This design comes from an exercise in tuning for small area and a short achievable clock period on the open sky130 flow, not from production work.
Function was checked by simulation only, so behaviour that the tests miss may differ from the original.
Power figures rest on the tool's default switching activity, not on a simulated workload.

## flow/design.v (module list and top-level ports; edited modules follow where they fit)
// module fp_mul_pipe: 1241 lines
module fp_mul_pipe (
  input  logic        clk,
  input  logic        rst_n,
  input  logic        in_valid,
  input  logic [3:0]  r_mode,
  input  logic [31:0] fp_X,
  input  logic [31:0] fp_Y,
  output logic        out_valid,
  output logic [31:0] fp_Z,
  output logic        ovrf,
  output logic        udrf
);
  // ...
==> flow/run.sh <==
#!/bin/bash
# synth_recipe.tcl (not shown) runs the flow's synth.tcl, then flattens the netlist and writes it again
# the make line also repeats each setting of config.mk as NAME=value (left out here)
make -C /OpenROAD-flow-scripts/flow DESIGN_CONFIG=/design/flow/config.mk WORK_HOME=/design/flow/orfs CLKGATE_MAP_FILE= SYNTH_SCRIPT=/design/flow/synth_recipe.tcl finish
==> flow/config.mk <==
export PLATFORM = sky130hd
export DESIGN_NAME = fp_mul_pipe
export DESIGN_NICKNAME = fp_mul_pipe
export VERILOG_FILES = /design/flow/design.v
export SDC_FILE = /design/flow/constraint.sdc
export NUM_CORES = 4
export LEC_CHECK = 0
export CAP_MARGIN = 20
export CORE_MARGIN = 2
export CORE_UTILIZATION = 40
export SLEW_MARGIN = 20
==> flow/constraint.sdc <==
create_clock -name core_clock -period 8.5 [get_ports {clk}]
set_input_delay 1.7000 -clock core_clock [delete_from_list [all_inputs] [get_ports {clk}]]
set_output_delay 1.7000 -clock core_clock [all_outputs]
set_load 0.01 [all_outputs]
==> results.yml, run 1 <==
global_route:
  grt_antenna_before_repair: 0
  grt.met3_usage: 0.0675
  top_usage_layer: "met2"
  grt_util_met1: 0.397
  grt.met2_usage: 0.429
finish:
  multi_input_area_um2: 18800
  clock_buffers: 31
  inverters: 318
  seq_cells: 210
  stdcell_count: 4055
  largest_reg_flops: 48
  largestRegisters: "csa1_r x48, csb1_r x47, z_q x32"
  regArea_um2: 4240
  multi_input_cells: 2445
  layout_commonest_cell: "a21oi_1"
routing:
  routed-wl-met2_um: 41300
  wirelength_um: 97900
  ant_nets: 0
  via_per_inst: 6.29
yosys:
  synth_cell_types: 99
  synth-compound-area-share: 0.305
  ys_seq_elements: 210
floorplan:
  core-area_um2: 63100
  io_pins: 106
  well_tap_count: 846
  dieArea_um2: 65900
pwr:
  max-vdd-ir-drop_v: 0.000171
  p_int_mw: 4.72
  power-top-group: "combinational cells"
  p_clk_frac: 0.114
  power_density_nw_per_um2: 353
  p_seq_frac: 0.153
outcome:
  outcome: "finished clean"
placed_design:
  placedInstanceArea_um2: 26900
  gp_congestion: 0.972
cts:
  clockRootBuffer: "clkbuf_16"
  ctsHoldBuffers: 0
  numCtsBuffers: 26
timing:
  setup_viol: 0
job:
  cap_viol_max_count: 0
worst_setup_path:
  path_depth: 31
  cp-endpoint: "z_q[18]"
  start_kind: "flip-flop"
  path_max_fanout: 17
==> run 2: changes to the inputs <==
--- a/flow/design.v
+++ b/flow/design.v
@@ -13,17 +13,17 @@
   localparam logic [1:0] RT_RNE = 2'd0;   
   localparam logic [1:0] RT_TRN = 2'd1;   
   localparam logic [1:0] RT_UPX = 2'd2;   
   localparam logic [1:0] RT_RMM = 2'd3;   
   localparam logic [1:0] CL_NUM = 2'd0;
   localparam logic [1:0] CL_ZER = 2'd1;
   localparam logic [1:0] CL_INF = 2'd2;
   localparam logic [1:0] CL_NAN = 2'd3;
-  localparam int LAT = 2;
+  localparam int LAT = 3;
   logic [LAT:0] vld_q;
   logic        s0_d;
   logic [1:0]  cl0_d, rt0_d;
   logic [9:0]  e0_d;
   logic        xz, yz, xe, ye, xfz, yfz;
   always_comb begin
     xz  = (fp_X[30:23] == 8'h00);
     yz  = (fp_Y[30:23] == 8'h00);
@@ -1068,22 +1068,26 @@
   assign csb1_q[45] = csb1_r[44];
   assign csb1_q[46] = csb1_r[45];
   assign csb1_q[47] = csb1_r[46];
   logic        s1_q, st0_q, st1_q;
   logic [1:0]  cl1_q, rt1_q;
   logic [9:0]  e1_q;
   logic [47:0] prod;
   assign prod = csa1_q + csb1_q;
+  logic        s2_q, st0_2_q, st1_2_q;
+  logic [1:0]  cl2_q, rt2_q;
+  logic [9:0]  e2_q;
+  logic [25:0] p2_q;
   logic        sR, st0R, st1R;
   logic [1:0]  clR, rtR;
   logic [9:0]  eR;
   logic [25:0] pR;
-  assign sR = s1_q; assign st0R = st0_q; assign st1R = st1_q;
-  assign clR = cl1_q; assign rtR = rt1_q; assign eR = e1_q; assign pR = prod[47:22];
+  assign sR = s2_q; assign st0R = st0_2_q; assign st1R = st1_2_q;
+  assign clR = cl2_q; assign rtR = rt2_q; assign eR = e2_q; assign pR = p2_q;
   logic        h, g, st, inc;
   logic [23:0] mant;
   logic [24:0] mant_r;
   logic [9:0]  ef;
   logic        ovf, udf;
   logic [31:0] z_d;
   logic        ovrf_d, udrf_d;
   always_comb begin
@@ -1225,16 +1229,23 @@
     csb1_r[39] <= fs581;
     csb1_r[40] <= fs583;
     csb1_r[41] <= fc584;
     csb1_r[42] <= fs587;
     csb1_r[43] <= fs589;
     csb1_r[44] <= fc590;
     csb1_r[45] <= fs593;
     csb1_r[46] <= fc594;
+    s2_q    <= s1_q;
+    cl2_q   <= cl1_q;
+    rt2_q   <= rt1_q;
+    e2_q    <= e1_q;
+    st0_2_q <= st0_q;
+    st1_2_q <= st1_q;
+    p2_q    <= prod[47:22];
     z_q    <= z_d;
     ovrf_q <= ovrf_d;
     udrf_q <= udrf_d;
   end
   assign out_valid = vld_q[LAT];
   assign fp_Z      = z_q;
   assign ovrf      = ovrf_q;
   assign udrf      = udrf_q;
==> flow/config.mk (replaced) <==
export PLATFORM = sky130hd
export DESIGN_NAME = fp_mul_pipe
export DESIGN_NICKNAME = fp_mul_pipe
export VERILOG_FILES = /design/flow/design.v
export SDC_FILE = /design/flow/constraint.sdc
export NUM_CORES = 4
export LEC_CHECK = 0
export ABC_AREA = 1
export CAP_MARGIN = 20
export CORE_MARGIN = 2
export CORE_UTILIZATION = 40
export SETUP_SLACK_MARGIN = 4.5
export SLEW_MARGIN = 20
==> run 2 against run 1 <==
Still clean; total power down 6.6%; flip-flop and latch count rose by 44; die area fell by 14%; cell area down 1.8%; first-iteration DRC count down 36%; worst hold slack worse by 0.0062 ns; critical path type unchanged.
==> results.yml, run 2 <==
hold_path:
  hp-class: "flip-flop to flip-flop"
placed_design:
  dp.cells: 3231
  dp_hpwl_um: 48500
  portBuffers: 105
  gp_congestion: 0.924
  placedInstanceArea_um2: 23700
yosys:
  avgSynthCellArea_um2: 8.70
  synthesis.area_um2: 22000
  async_reset_ff_frac: 0.0157
  synth_ff_type: "dfxtp_1"
  synth.most_common_cell: "inv_1"
  synth_top_area_frac: 0.236
  synth_area_leaders: "fa_1, dfxtp_1, xor2_1, o22ai_1, inv_1"
  synth_cell_types: 59
  synthTopCellsByCount: "inv_1, xor2_1, o22ai_1"
  synthesis.instances: 2525
  yosysSeqAreaShare: 0.233
  synth-edff-count: 0
  syn-num-nets: 2961
  synth_area_leader_cell: "fa_1"
  ys_seq_elements: 254
  yosys_warnings: 1
global_route:
  overflow: 0
  grt_max_degree: 29
  grt_pass1_wl_um: 109000
  grt_antenna_before_repair: 6
  first_global_vias: 19400
  grt_usage: 0.250
cts:
  numCtsBuffers: 28
  ctsHoldBuffers: 0
  cts_sinks: 254
  clockBufferDepth: 3
  clkSlewWorstSetupHoldPaths_ns: 0.06
  clockRootBuffer: "clkbuf_16"
  tritoncts: "built"
  ctsHtreeMaxLevel: 1
  clk_latency_ns: 0.60
timing:
  fin_crit_ns: 4.29
  finalHoldViolations: 0
  holdWs_ns: 0.319
  post-route-period-util: 0.505
  slew_headroom: 0.228
  setup_viol: 0
  fmax_mhz: 233
  grt_setup_unrepaired: "yes"
  setup_tns_ns: 0
  fin_skew_ns: 0.0187
  worst_pin_slew_ns: 1.15
  final_max_slew_viol_count: 0
worst_setup_path:
  rr_endpoint: "z_q[4]"
  cp-endpoint: "z_q[4]"
  crit_slowest_cell: "dfxtp_4"
  r2r_setup_slack_ns: 4.21
  path_depth: 25
  reg2reg_from: "p2_q[25]"
  critPathLaunch: "p2_q[25]"
  end_kind: "flip-flop"
  start_kind: "flip-flop"
  worstSetupPathType: "flip-flop to flip-flop"
  path_max_fanout: 7
  path_delay_family: "simple AND/OR/NAND/NOR gates"
  worst-r2r-cell-count: 25
  cp_data_required_time_ns: 9.03
  path_buf_inv: 3
  arrival_ns: 4.82
  critPathMaxStageDelay_ns: 0.37
floorplan:
  core-area_um2: 54000
  rows: 85
  start_util: 0.406
  die_w_um: 238
  dieArea_um2: 56800
  dieHeight_um: 238
  io_pins: 106
routing:
  via_per_inst: 5.60
  drtPass1Iterations: 6
  initialDrtViolationCount: 2064
  ant_nets: 0
  routedWlPerCell_um: 21.7
  wirelength_um: 74300
  drcViolationCount: 0
  vias: 19100
finish:
  regMostFlops: "csa1_r"
  drive_gt1_frac: 0.179
  largestRegisters: "csa1_r x48, csb1_r x47, z_q x32"
  fin_nets: 3135
  final_util: 0.506
  layout_common_cells: "inv_1, xor2_1, fa_1, o22ai_1, dfxtp_1"
  syn2layout_area_growth_pct: 24.4
  finalInstanceArea_um2: 27300
  stdcell_count: 3418
  largest_reg_flops: 48
  layout_commonest_cell: "inv_1"
pwr:
  power_density_nw_per_um2: 335
  max-vdd-ir-drop_v: 0.000153
  p_leak_nw: 12.3
outcome:
  outcome: "finished clean"
job:
  cap_viol_max_count: 0
==> run 2: cells by family after synthesis <==
| group | count (synthesis) | share of synthesized area |
|---|---|---|
| simple gates | 519 | 0.106 |
| buf+inv | 575 | 0.101 |
| fa+ha+maj | 365 | 0.297 |
| xor+xnor | 314 | 0.125 |
| compound gates | 492 | 0.136 |
| mux | 6 | 0.00291 |
| flops | 254 | 0.233 |
==> run 2: how the worst min path moves through the flow <==
stage / startpoint / end / slack (ns) / cells after the start
floorplan: cl0_q[0] / cl1_q[0] / 0.31 / 0
global placement: e1_q[2] / e2_q[2] / 0.31 / 0
detailed placement: st0_q / st0_2_q / 0.31 / 0
CTS: e0_q[7] / e1_q[7] / 0.32 / 0
global route: e1_q[3] / e2_q[3] / 0.33 / 0
finish: e0_q[7] / e1_q[7] / 0.32 / 0
==> run 2: cell type report <==
cell class                      instances  area (um2)
Inverter                              439        1800
Timing Repair inverter                  8        61.3
Fill cell                            4930       26700
Clock inverter                         17         236
Antenna cell                            3        7.51
Timing Repair Buffer                  260        2670
Clock buffer                           33         719
Sequential cell                       254        5150
Tap cell                              696         871
Multi-Input combinational cell       1708       15800
==> run 2: what timing repair did <==
item,4_1_cts,5_1_grt
pin swaps,18,82
cloned,18,12
setup endpoints to repair,97,65
hold endpoints to repair,0,0
setup buffers,45,59
resized for setup,193,196
==> run 2: worst register-to-register path, delay by kind of cell (launching register included) <==
kind / cells / cell delay (ns)
simple gates: 14 / 2.01
mux: 1 / 0.14
buf+inv: 3 / 0.32
compound gates: 2 / 0.35
xor+xnor: 1 / 0.19
flops: 1 / 0.37
fa+ha+maj: 4 / 0.84
==> run 2: layer usage <==
| layer | track usage | vias up | part of all wire |
|---|---|---|---|
| li1 | - | 8526 | - |
| met1 | 0.319 | 9072 | 0.40 |
| met3 | 0.0723 | 344 | 0.12 |
| met2 | 0.386 | 1199 | 0.42 |
| met4 | 0.123 | 4 | 0.063 |
| met5 | 0 | - | 0.0011 |
==> run 2: per-stage QoR <==
stage | total power, mW | setup slack, ns
floorplan | 5.75 | 4.25
finish | 9.17 | 4.21
detailed placement | 7.49 | 2.89
global route | 10.0 | 3.89
CTS | 8.94 | 4.24
global placement | 7.38 | 2.95
==> run 2: power by group <==
group	switching [mW]	internal [mW]	total, mW
logic	3.58	2.43	6.01
registers	0.180	1.71	1.89
clock network	0.529	0.733	1.26
==> run 3: changes to the inputs <==
--- a/flow/config.mk
+++ b/flow/config.mk
@@ -6,8 +6,6 @@
 export NUM_CORES = 4
 export LEC_CHECK = 0
-export ABC_AREA = 1
 export CAP_MARGIN = 20
 export CORE_MARGIN = 2
 export CORE_UTILIZATION = 40
-export SETUP_SLACK_MARGIN = 4.5
 export SLEW_MARGIN = 20
==> run 3 against run 2 <==
Clock-buffer cell count grew 5; maximum frequency is 24% lower; highest routed layer is now met4; non-clock buffer count fell by 84; worst hold slack better by 0.0057 ns; clock skew grew 0.0037 ns; die area is 16% higher; flip-flop and latch count did not move; critical path type unchanged; total power decreased by 8.7%; worst setup slack lost 1.3 ns.
==> results.yml, run 3 <==
timing:
  finalHoldViolations: 0
  final_max_slew_viol_count: 0
  setup_tns_ns: 0
  worst_pin_slew_ns: 1.22
  fmax_mhz: 178
  fin_skew_ns: 0.0224
  setup_viol: 0
  slew_headroom: 0.178
  fin_ws_ns: 2.87
  post-route-period-util: 0.662
  holdWs_ns: 0.325
  fin_crit_ns: 5.63
  grt_setup_unrepaired: "no"
routing:
  via_per_inst: 6.20
  routedWlPerCell_um: 23.4
  drtPass1Iterations: 6
  ant_nets: 0
  wirelength_um: 91900
  initialDrtViolationCount: 3114
  vias: 24300
  drcViolationCount: 0
global_route:
  grt_max_degree: 91
  grt_antenna_before_repair: 2
  grt_pass1_wl_um: 140000
  overflow: 0
  grt_usage: 0.272
  first_global_vias: 22900
cts:
  clockBufferDepth: 3
  cts_sinks: 254
  clkSlewWorstSetupHoldPaths_ns: 0.06
  ctsHoldBuffers: 0
  clk_latency_ns: 0.60
  tritoncts: "built"
  cts-resized-gates: 0
  clockRootBuffer: "clkbuf_16"
  post_cts_buffers: 0
  ctsHtreeMaxLevel: 1
  numCtsBuffers: 30
placed_design:
  portBuffers: 105
  post-place-ws_ns: 2.92
  dp_hpwl_um: 63500
  gp_congestion: 0.952
yosys:
  synth_ff_type: "dfxtp_1"
  syn-num-nets: 3615
  synthesis.area_um2: 25500
  avgSynthCellArea_um2: 8.01
  synthTopCellsByCount: "a21oi_1, inv_1, nor2_1"
  yosys_warnings: 1
  synth_top_area_frac: 0.204
  ys_seq_elements: 254
  synth_cell_types: 79
  synth.most_common_cell: "a21oi_1"
  synth-edff-count: 0
  yosysSeqAreaShare: 0.201
  async_reset_ff_frac: 0.0157
  synth_area_leaders: "fa_1, dfxtp_1, a21oi_1, ha_1, a221oi_1"
  synthesis.instances: 3179
  synth_area_leader_cell: "fa_1"
job:
  cap_viol_max_count: 0
worst_setup_path:
  start_kind: "flip-flop"
  cp_data_required_time_ns: 9.03
  arrival_ns: 6.15
  r2r_setup_slack_ns: 2.87
  cp-endpoint: "z_q[11]"
  reg2reg_from: "p2_q[25]"
  rr_endpoint: "z_q[11]"
  worst-r2r-cell-count: 23
  path_max_fanout: 63
  worstSetupPathType: "flip-flop to flip-flop"
  critPathLaunch: "p2_q[25]"
  end_kind: "flip-flop"
pwr:
  power_density_nw_per_um2: 300
  p_leak_nw: 11.4
  max-vdd-ir-drop_v: 0.000188
  power_mw: 8.36
finish:
  fin_nets: 3488
  drive_gt1_frac: 0.0546
  largest_reg_flops: 48
  regMostFlops: "csa1_r"
  largestRegisters: "csa1_r x48, csb1_r x47, z_q x32"
  layout_common_cells: "a21oi_1, inv_1, nor2_1, fa_1, dfxtp_1"
  final_util: 0.443
  layout_commonest_cell: "a21oi_1"
  syn2layout_area_growth_pct: 9.70
floorplan:
  core-area_um2: 63000
  start_util: 0.404
  dieHeight_um: 256
  io_pins: 106
  dieArea_um2: 65700
  die_w_um: 256
  rows: 92
outcome:
  outcome: "finished clean"
hold_path:
  hold_depth: 0
  hp-class: "flip-flop to flip-flop"
-- run 3: per-layer routing --
| metal | GRT usage | vias to the layer above | part of all wire |
|---|---|---|---|
| met5 | 0 | - | 0 |
| met4 | 0.118 | 0 | 0.048 |
| met3 | 0.0741 | 239 | 0.13 |
| met2 | 0.409 | 1534 | 0.43 |
| met1 | 0.364 | 11600 | 0.40 |
| li1 | - | 10900 | - |
-- run 3: worst min-delay path by stage --
| stage | start | to | slack [ns] |
|---|---|---|---|
| 5_1_grt | e1_q[0] | e2_q[0] | 0.33 |
| 3_5_place_dp | e1_q[9] | e2_q[9] | 0.31 |
| 4_1_cts | e1_q[9] | e2_q[9] | 0.33 |
| 6_report | e1_q[7] | e2_q[7] | 0.32 |
| 2_1_floorplan | cl0_q[0] | cl1_q[0] | 0.31 |
| 3_3_place_gp | s1_q | s2_q | 0.31 |
-- run 3: worst max-delay path, cell delays in order, from the launching register on --
cell and delay [ns]:
dfxtp_2 0.31, buf_4 0.49, mux2i_1 0.20, a211oi_1 0.28, a21o_1 0.12, ha_1 0.21
ha_1 0.22, nand3_1 0.12, nor2_1 0.22, o211ai_1 0.17, nor3_1 0.17, nand3_1 0.10
nor3_1 0.26, fa_1 0.29, ha_1 0.31, and3_4 0.24, and3_1 0.27, nor3_1 0.11
o211ai_2 0.20, nor3b_1 0.30, a221o_2 0.26, o21a_4 0.31, o311ai_0 0.21, a21oi_1 0.18
-- run 3: cells by family after synthesis --
| kind of cell | Yosys count | synth area share |
|---|---|---|
| AOI/OAI and AO/OA | 1104 | 0.282 |
| and+or+nand+nor | 675 | 0.118 |
| buffers and inverters | 653 | 0.0976 |
| adders and majority gates | 388 | 0.265 |
| DFF | 254 | 0.201 |
| xor gates and xnor gates | 92 | 0.0317 |
| muxes | 13 | 0.00516 |
-- run 3: per-stage QoR --
step           instances  area, um2
4_1_cts             3921      27900
6_report            3924      27900
2_1_floorplan       3179      25500
5_1_grt             3922      27900
3_3_place_gp        3865      26800
3_5_place_dp        3865      26800
-- run 3: power by group --
group          internal (mW)  switching (mW)  total (mW)
combinational           2.08            3.00        5.08
sequential              1.69           0.237        1.93
clock                  0.818           0.540        1.36
total                   4.59            3.78        8.36
-- run 3: area by class of cell --
class,instances,area [um2]
Clock buffer,38,831
Antenna cell,2,5.00
Inverter,318,1190
Fill cell,6209,35000
Timing Repair Buffer,176,1590
Tap cell,846,1060
Sequential cell,254,5130
Clock inverter,18,235
Multi-Input combinational cell,2272,17900

==> port drivers added, routing unchanged <==
In the flow no input, the clock included, has a driving cell. The finished layouts below were timed again as built, in two steps. Step 1 assumes that a clkbuf_16 drives the clock port and a buf_2 every other input. Step 2 moves the port delays by t, midway between the first and last clock arrival at a register: inputs arrive t later, outputs are due t later. That takes back most of the time a late clock gives input paths. Slacks: ideal / step 1 / step 2; pairs: ideal / step 1.
run | shift t [ns] | slack for setup (ns) | worst register clock-pin slew, ns
run 1 | 0.643 | 0.706 / 0.706 / 0.706 | 0.07 / 0.07
run 2 | 0.643 | 4.210 / 4.210 / 4.210 | 0.07 / 0.07
run 3 | 0.652 | 2.871 / 2.871 / 2.871 | 0.07 / 0.07
After both steps setup and hold are still met in every run listed.
